From an optimization exercise on the open Yosys and OpenROAD flow, aimed at small area, a short achievable clock period and few clock cycles per item; shortcuts taken in it are not production practice. Where RTL was checked, it was by simulation tests only, not by an equivalence proof against the original. Power is estimated from default activity; no workload was simulated.

==> run a <==
// packet_timestamp_interpolator
module packet_timestamp_interpolator
(
    input  logic         clk,
    input  logic         rst_n,
    input  logic         cfg_valid,
    output logic         cfg_ready,
    input  logic [1:0]   cfg_index,
    input  logic [63:0]  cfg_data,
    input  logic         in_valid,
    output logic         in_ready,
    input  logic [15:0]  packet_length,
    input  logic [63:0]  cycle_count,
    output logic         out_valid,
    input  logic         out_ready,
    output logic [63:0]  timestamp,
    output logic         recalibrated
);
Settings: LEC_CHECK=0, CAP_MARGIN=35, CORE_MARGIN=2, CORE_UTILIZATION=40, SETUP_SLACK_MARGIN=4.0, SLEW_MARGIN=35, TNS_END_PERCENT=100; clock period 8.0 ns.
run.sh (not shown) runs the stock make flow with config.mk's settings and CLKGATE_MAP_FILE= SYNTH_SCRIPT=/design/flow/synth_recipe.tcl, a recipe that flattens the netlist after the stock synthesis.
==> run b (differences from run a) <==
--- a/flow/design.v
+++ b/flow/design.v
@@ -22,21 +22,21 @@
     logic [17:0] d;
     logic [3:0]  cnt;
     logic        fin, done_ok;
     logic [17:0] x18, x1, x2, d1;
     logic [18:0] x1d, x2d;
     logic        ge1, ge2;
     assign x18 = {1'b0, x};
-    assign d1  = {1'b0, d[17:1]};
-    pti_add #(18) u_r1 (.a (x18), .b (~d),  .cin (1'b1), .s (x1d[17:0]), .cout (ge1));
+    assign x1d = {1'b0, x18} - {1'b0, d};
+    assign ge1 = !x1d[18];
     assign x1  = ge1 ? x1d[17:0] : x18;
-    pti_add #(18) u_r2 (.a (x1),  .b (~d1), .cin (1'b1), .s (x2d[17:0]), .cout (ge2));
+    assign d1  = {1'b0, d[17:1]};
+    assign x2d = {1'b0, x1} - {1'b0, d1};
+    assign ge2 = !x2d[18];
     assign x2  = ge2 ? x2d[17:0] : x1;
-    assign x1d[18] = 1'b0;
-    assign x2d[18] = 1'b0;
     assign fin      = v && (cnt <= 4'd1);
     assign done_ok  = fin && (!rr_v || take);
     assign can_load = !v || done_ok;
     assign busy     = v;
     always_ff @(posedge clk or negedge rst_n)
     begin
         if (!rst_n)
@@ -86,48 +86,14 @@
                 rr_ra <= x2[16:0];
                 rr_qa <= {qq[14:0], ge1, ge2};
             end
         end
     end
 endmodule
 `timescale 1ns / 1ps
-module pti_add #(parameter int W = 8)
-(
-    input  logic [W-1:0] a,
-    input  logic [W-1:0] b,
-    input  logic         cin,
-    output logic [W-1:0] s,
-    output logic         cout
-);
-    localparam int N = W + 1;
-    localparam int L = $clog2(N);
-    logic [(L+1)*N-1:0] g, p;
-    assign g[N-1:0] = {a & b, cin};
-    assign p[N-1:0] = {a ^ b, 1'b0};
-    for (genvar l = 0; l < L; l++)
-    begin : lvl
-        for (genvar i = 0; i < N; i++)
-        begin : pos
-            if (((i >> l) & 1) == 1)
-            begin : comb
-                localparam int J = ((i >> l) << l) - 1;
-                assign g[(l+1)*N+i] = g[l*N+i] | (p[l*N+i] & g[l*N+J]);
-                assign p[(l+1)*N+i] = p[l*N+i] & p[l*N+J];
-            end
-            else
-            begin : pass
-                assign g[(l+1)*N+i] = g[l*N+i];
-                assign p[(l+1)*N+i] = p[l*N+i];
-            end
-        end
-    end
-    assign s    = p[W:1] ^ g[L*N+W-1:L*N];
-    assign cout = g[L*N+W];
-endmodule
-`timescale 1ns / 1ps
 module packet_timestamp_interpolator
 (
     input  logic         clk,
     input  logic         rst_n,
     input  logic         cfg_valid,
     output logic         cfg_ready,
     input  logic [1:0]   cfg_index,
@@ -165,30 +131,29 @@
                            W_UPD  = 4'd5,
                            W_SDIV = 4'd6,
                            W_SFIN = 4'd7;
     assign cfg_ready = 1'b1;
     logic [33:0] tick;
     logic [63:0] base_cycles, base_time, anchor;
     logic [6:0]  items;
-    logic [22:0] bytes, speed, qs, r;
-    logic        qc;                   
+    logic [22:0] bytes, speed, q, r;
     logic [4:0]  bls;                  
     logic        ib_v, ib_rc, ib_wait;
     logic [16:0] ib_add;
     logic [4:0]  ib_bla;
     logic        dsel, csel;
     logic        ua_can, ub_can, ua_busy, ub_busy;
     logic        ua_rv, ub_rv, ua_rc, ub_rc;
     logic [16:0] ua_ra, ub_ra, ua_qa, ub_qa;
     logic        ua_load, ub_load, ua_take, ub_take;
     logic        rr_v, rr_rc;
     logic [16:0] rr_ra, rr_qa;
     logic [1:0]  qcnt;
     logic [22:0] e0_q, e1_q;
-    logic        e0_c, e1_c, e0_rc, e1_rc;
+    logic        e0_rc, e1_rc;
     logic        ov, o_rc;
     logic [63:0] ts;
     logic [3:0]  wst;
     logic [87:0] wn;
     logic [33:0] wr;
     logic [6:0]  wcnt;
     logic        keep;
@@ -204,18 +169,14 @@
     assign ub_take    = rr_cons && csel;
     assign ua_load    = ib_v && !ib_wait && !dsel && ua_can;
     assign ub_load    = ib_v && !ib_wait && dsel && ub_can;
     assign s2_load    = ua_load || ub_load;
     assign in_ready   = !ib_v || s2_load;
     assign accept     = in_valid && in_ready;
     assign pop        = (qcnt != 2'd0) && (!ov || out_ready);
-    logic [16:0] in_add;
-    logic [22:0] bytes_add;
-    pti_add #(17) u_inadd (.a ({1'b0, packet_length}), .b (17'd24), .cin (1'b0), .s (in_add), .cout ());
-    pti_add #(23) u_bytes (.a (bytes), .b ({6'd0, ib_add}), .cin (1'b0), .s (bytes_add), .cout ());
     logic [4:0]  ld_j, ld_jp;
     logic        ld_fast1, ld_fast0;
     logic [40:0] ld_sh;
     logic [16:0] ld_x, ld_q;
     logic [3:0]  ld_cnt;
     assign ld_fast1 = (bls == 5'd1);
     assign ld_fast0 = (ib_bla < bls);
@@ -235,46 +196,38 @@
     pti_unit u_b
     (
         .clk (clk), .rst_n (rst_n), .load (ub_load),
         .ld_x (ld_x), .ld_q (ld_q), .ld_d (ld_sh[17:0]), .ld_cnt (ld_cnt), .ld_rc (ib_rc),
         .take (ub_take), .can_load (ub_can), .busy (ub_busy),
         .rr_v (ub_rv), .rr_rc (ub_rc), .rr_ra (ub_ra), .rr_qa (ub_qa)
     );
-    logic [23:0] s3_t, s3_a, s3_b, s3_cc, s3_x, s3_y;
-    logic [24:0] s3_t2;
+    logic [23:0] s3_t, s3_td;
     logic        s3_c;
     logic [22:0] s3_q;
-    assign s3_a  = {1'b0, r};
-    assign s3_b  = {7'd0, rr_ra};
-    assign s3_cc = ~{1'b0, speed};
-    assign s3_x  = s3_a ^ s3_b ^ s3_cc;
-    assign s3_y  = (s3_a & s3_b) | (s3_a & s3_cc) | (s3_b & s3_cc);
-    pti_add #(24) u_s3t  (.a (s3_a), .b (s3_b), .cin (1'b0), .s (s3_t), .cout ());
-    pti_add #(25) u_s3t2 (.a ({1'b0, s3_x}), .b ({s3_y, 1'b0}), .cin (1'b1), .s (s3_t2), .cout ());
-    assign s3_c  = s3_t2[24];
-    pti_add #(23) u_s3q  (.a (qs), .b ({6'd0, rr_qa}), .cin (qc), .s (s3_q), .cout ());
+    assign s3_t  = {1'b0, r} + {7'd0, rr_ra};
+    assign s3_td = s3_t - {1'b0, speed};
+    assign s3_c  = !s3_td[23];
+    assign s3_q  = q + {6'd0, rr_qa} + {22'd0, s3_c};
     logic [22:0] ts_in;
-    logic        ts_cin;
     logic [63:0] ts_sum;
-    assign ts_in  = (qcnt == 2'd0) ? qs : e0_q;
-    assign ts_cin = (qcnt == 2'd0) ? qc : e0_c;
-    pti_add #(64) u_ts (.a (anchor), .b ({41'd0, ts_in}), .cin (ts_cin), .s (ts_sum), .cout ());
+    assign ts_in  = (qcnt == 2'd0) ? q : e0_q;
+    assign ts_sum = anchor + {41'd0, ts_in};
     logic [81:0] wa_b, wa_s;
     logic        wa_cin;
     always_comb
     begin
         wa_cin = 1'b0;
         case (wst)
             W_SUB:   begin wa_b = {17'h1ffff, ~base_cycles, 1'b1}; wa_cin = 1'b1; end
             W_MUL:   wa_b = {wn[79:0], 2'b00};
             W_NOW:   wa_b = {18'd0, base_time};
             default: begin wa_b = {18'h3ffff, ~anchor}; wa_cin = 1'b1; end
         endcase
     end
-    pti_add #(82) u_wa (.a (wn[81:0]), .b (wa_b), .cin (wa_cin), .s (wa_s), .cout ());
+    assign wa_s = wn[81:0] + wa_b + {81'd0, wa_cin};
     logic [33:0] dv;
     logic [33:0] dv_sm;
     logic        zin, skip, wdone;
     logic        b1, b2, wge1, wge2;
     logic [34:0] wr1, wr1s, wr2, wr2s;
     logic [35:0] wr1d, wr2d;
     assign dv = (wst == W_SDIV) ? {11'd0, r} : tick;
@@ -288,26 +241,26 @@
     assign skip = (wcnt >= ((wst == W_DIV) ? 7'd14 : 7'd8))
                   && ((dv_sm[8] && ((wr & ~{9'd0, dv_sm[33:9]}) == 34'd0))
                       || (dv_sm[0] && wr == 34'd0 && wn[87:80] == 8'd0));
     assign wdone = skip ? (wcnt == 7'd8) : (wcnt == 7'd2);
     assign b1   = zin ? 1'b0 : wn[87];
     assign b2   = zin ? 1'b0 : wn[86];
     assign wr1  = {wr, b1};
-    pti_add #(35) u_w1 (.a (wr1), .b (~{1'b0, dv}), .cin (1'b1), .s (wr1d[34:0]), .cout (wge1));
-    assign wr1d[35] = 1'b0;
+    assign wr1d = {1'b0, wr1} - {2'b0, dv};
+    assign wge1 = !wr1d[35];
     assign wr1s = wge1 ? wr1d[34:0] : wr1;
     assign wr2  = {wr1s[33:0], b2};
-    pti_add #(35) u_w2 (.a (wr2), .b (~{1'b0, dv}), .cin (1'b1), .s (wr2d[34:0]), .cout (wge2));
-    assign wr2d[35] = 1'b0;
+    assign wr2d = {1'b0, wr2} - {2'b0, dv};
+    assign wge2 = !wr2d[35];
     assign wr2s = wge2 ? wr2d[34:0] : wr2;
     logic [63:0] now_v;
     logic        est_lt;
     logic [22:0] new_speed;
     assign now_v     = wn[63:0];
-    pti_add #(64) u_lt (.a (now_v), .b (~ts_sum), .cin (1'b0), .s (), .cout (est_lt));
+    assign est_lt    = (ts_sum < now_v);
     assign new_speed = (wn[22:0] == 23'd0) ? 23'd1 : wn[22:0];
     logic upd_go;
     assign upd_go = (wst == W_UPD) && !ua_busy && !ub_busy && !ua_rv && !ub_rv && (qcnt == 2'd0);
     always_ff @(posedge clk or negedge rst_n)
     begin
         if (!rst_n)
         begin
@@ -315,16 +268,15 @@
             base_cycles <= '0;
             base_time   <= '0;
             anchor      <= '0;
             items       <= '0;
             bytes       <= '0;
             speed       <= 23'd1250;
             bls         <= 5'd11;
-            qs          <= '0;
-            qc          <= 1'b0;
+            q           <= '0;
             r           <= '0;
             ib_v        <= 1'b0;
             ib_wait     <= 1'b0;
             dsel        <= 1'b0;
             csel        <= 1'b0;
             qcnt        <= '0;
             ov          <= 1'b0;
@@ -352,32 +304,30 @@
                 items   <= is_cal ? 7'd1 : items + 7'd1;
             end
             else if (s2_load)
                 ib_v <= 1'b0;
             if (wst == W_SFIN)
                 bytes <= '0;
             else if (s2_load)
-                bytes <= bytes_add;
+                bytes <= bytes + {6'd0, ib_add};
             if (s2_load)
                 dsel <= !dsel;
             if (rr_cons)
                 csel <= !csel;
             if (wst == W_SFIN)
             begin
-                qs <= '0;
-                qc <= 1'b0;
-                r  <= '0;
+                q <= '0;
+                r <= '0;
             end
             else if (upd_go)
                 r <= (|wa_s[63:23]) ? 23'd1 : wa_s[22:0];
             else if (rr_cons)
             begin
-                qs <= s3_q;
-                qc <= s3_c;
-                r  <= s3_c ? s3_t2[22:0] : s3_t[22:0];
+                q <= s3_q;
+                r <= s3_c ? s3_td[22:0] : s3_t[22:0];
             end
             case ({rr_cons, pop})
                 2'b10:   qcnt <= qcnt + 2'd1;
                 2'b01:   qcnt <= qcnt - 2'd1;
                 default: ;
             endcase
             if (pop)
@@ -405,34 +355,31 @@
             endcase
         end
     end
     always_ff @(posedge clk)
     begin
         if (accept)
         begin
-            ib_add <= in_add;
-            ib_bla <= bitlen17(in_add);
+            ib_add <= {1'b0, packet_length} + 17'd24;
+            ib_bla <= bitlen17({1'b0, packet_length} + 17'd24);
             ib_rc  <= is_cal;
         end
         if (rr_cons && (qcnt == 2'd0 || (qcnt == 2'd1 && pop)))
         begin
             e0_q  <= s3_q;
-            e0_c  <= s3_c;
             e0_rc <= rr_rc;
         end
         else if (pop)
         begin
             e0_q  <= e1_q;
-            e0_c  <= e1_c;
             e0_rc <= e1_rc;
         end
         if (rr_cons && ((qcnt == 2'd1 && !pop) || qcnt == 2'd2))
         begin
             e1_q  <= s3_q;
-            e1_c  <= s3_c;
             e1_rc <= rr_rc;
         end
         if (pop)
         begin
             ts   <= ts_sum;
             o_rc <= e0_rc;
         end
SETUP_SLACK_MARGIN = unset   (was 4.0)
TNS_END_PERCENT = unset   (was 100)
==> out/qor.txt <==
YOSYS
----------------------------------------------------------------------------
Fraction of registers with async set or reset after synthesis .        43.3%
Netlist cell types ............................................          109

FINAL LAYOUT
----------------------------------------------------------------------------
Share of the final layout cell area in sequential cells .......        30.4%
Multi-input gate share of the layout cell area ................        49.6%

POWER
----------------------------------------------------------------------------
Leakage dissipation ...........................................      30.6 nW
PD cells ......................................................  424 nW/um^2

GRT
----------------------------------------------------------------------------
Pin count of the biggest net entering global routing ..........          143
Total track usage .............................................        28.0%

RUN STATUS
----------------------------------------------------------------------------
Run status ....................................................  no timing/DRC/antenna violations

FLOORPLANNING
----------------------------------------------------------------------------
Full die area ................................................. 146000 sq um

(the above is from run a)
==> out/qor.txt <==
POWER
----------------------------------------------------------------------------
PD cells ......................................................  544 nW/um^2
Leakage dissipation ...........................................      27.3 nW
Relative contribution of the clock network to total power .....        12.6%

GRT
----------------------------------------------------------------------------
Pin count of the biggest net entering global routing ..........          166

RUN STATUS
----------------------------------------------------------------------------
Run status ....................................................  no timing/DRC/antenna violations

YOSYS
----------------------------------------------------------------------------
Fraction of registers with async set or reset after synthesis .        43.3%
Netlist cell types ............................................           92

FINAL LAYOUT
----------------------------------------------------------------------------
Multi-input gate share of the layout cell area ................        50.2%
Share of the final layout cell area in sequential cells .......        33.8%
Cell area after layout ........................................  65600 sq um
Synthesis-to-finish area growth ...............................        15.0%

(the above is from run b)
Testbench counts of run b, summed over its fixed seeds: cycles 4,650, items 2,560.
Function not checked in run a: the RTL went through the layout flow alone.

[static timing again, ports no longer ideal]
The results above use ideal ports. As a check the final layouts listed here were re-extracted and re-timed, cells and wires unchanged. Step 1: set_driving_cell puts a clkbuf_16 on clk and a buf_2 on each other input, an assumption about the parent block. Step 2 moves the port delays by t, midway between the first and last clock arrival at a register: inputs arrive t later, outputs are due t later. That takes back most of the time a late clock gives input paths. Three values: ideal ports, drivers, drivers and shift; two values: the first two.
run | t (ns) | slack for setup (ns) | worst setup path after step 2 | worst slew at a driven data input, ns
run a | 0.802 | 1.118 / 1.118 / 1.118 | register to register | 0.17
run b | 0.804 | 0.339 / 0.339 / 0.339 | register to register | 0.10
After both steps every run listed still meets setup and hold.
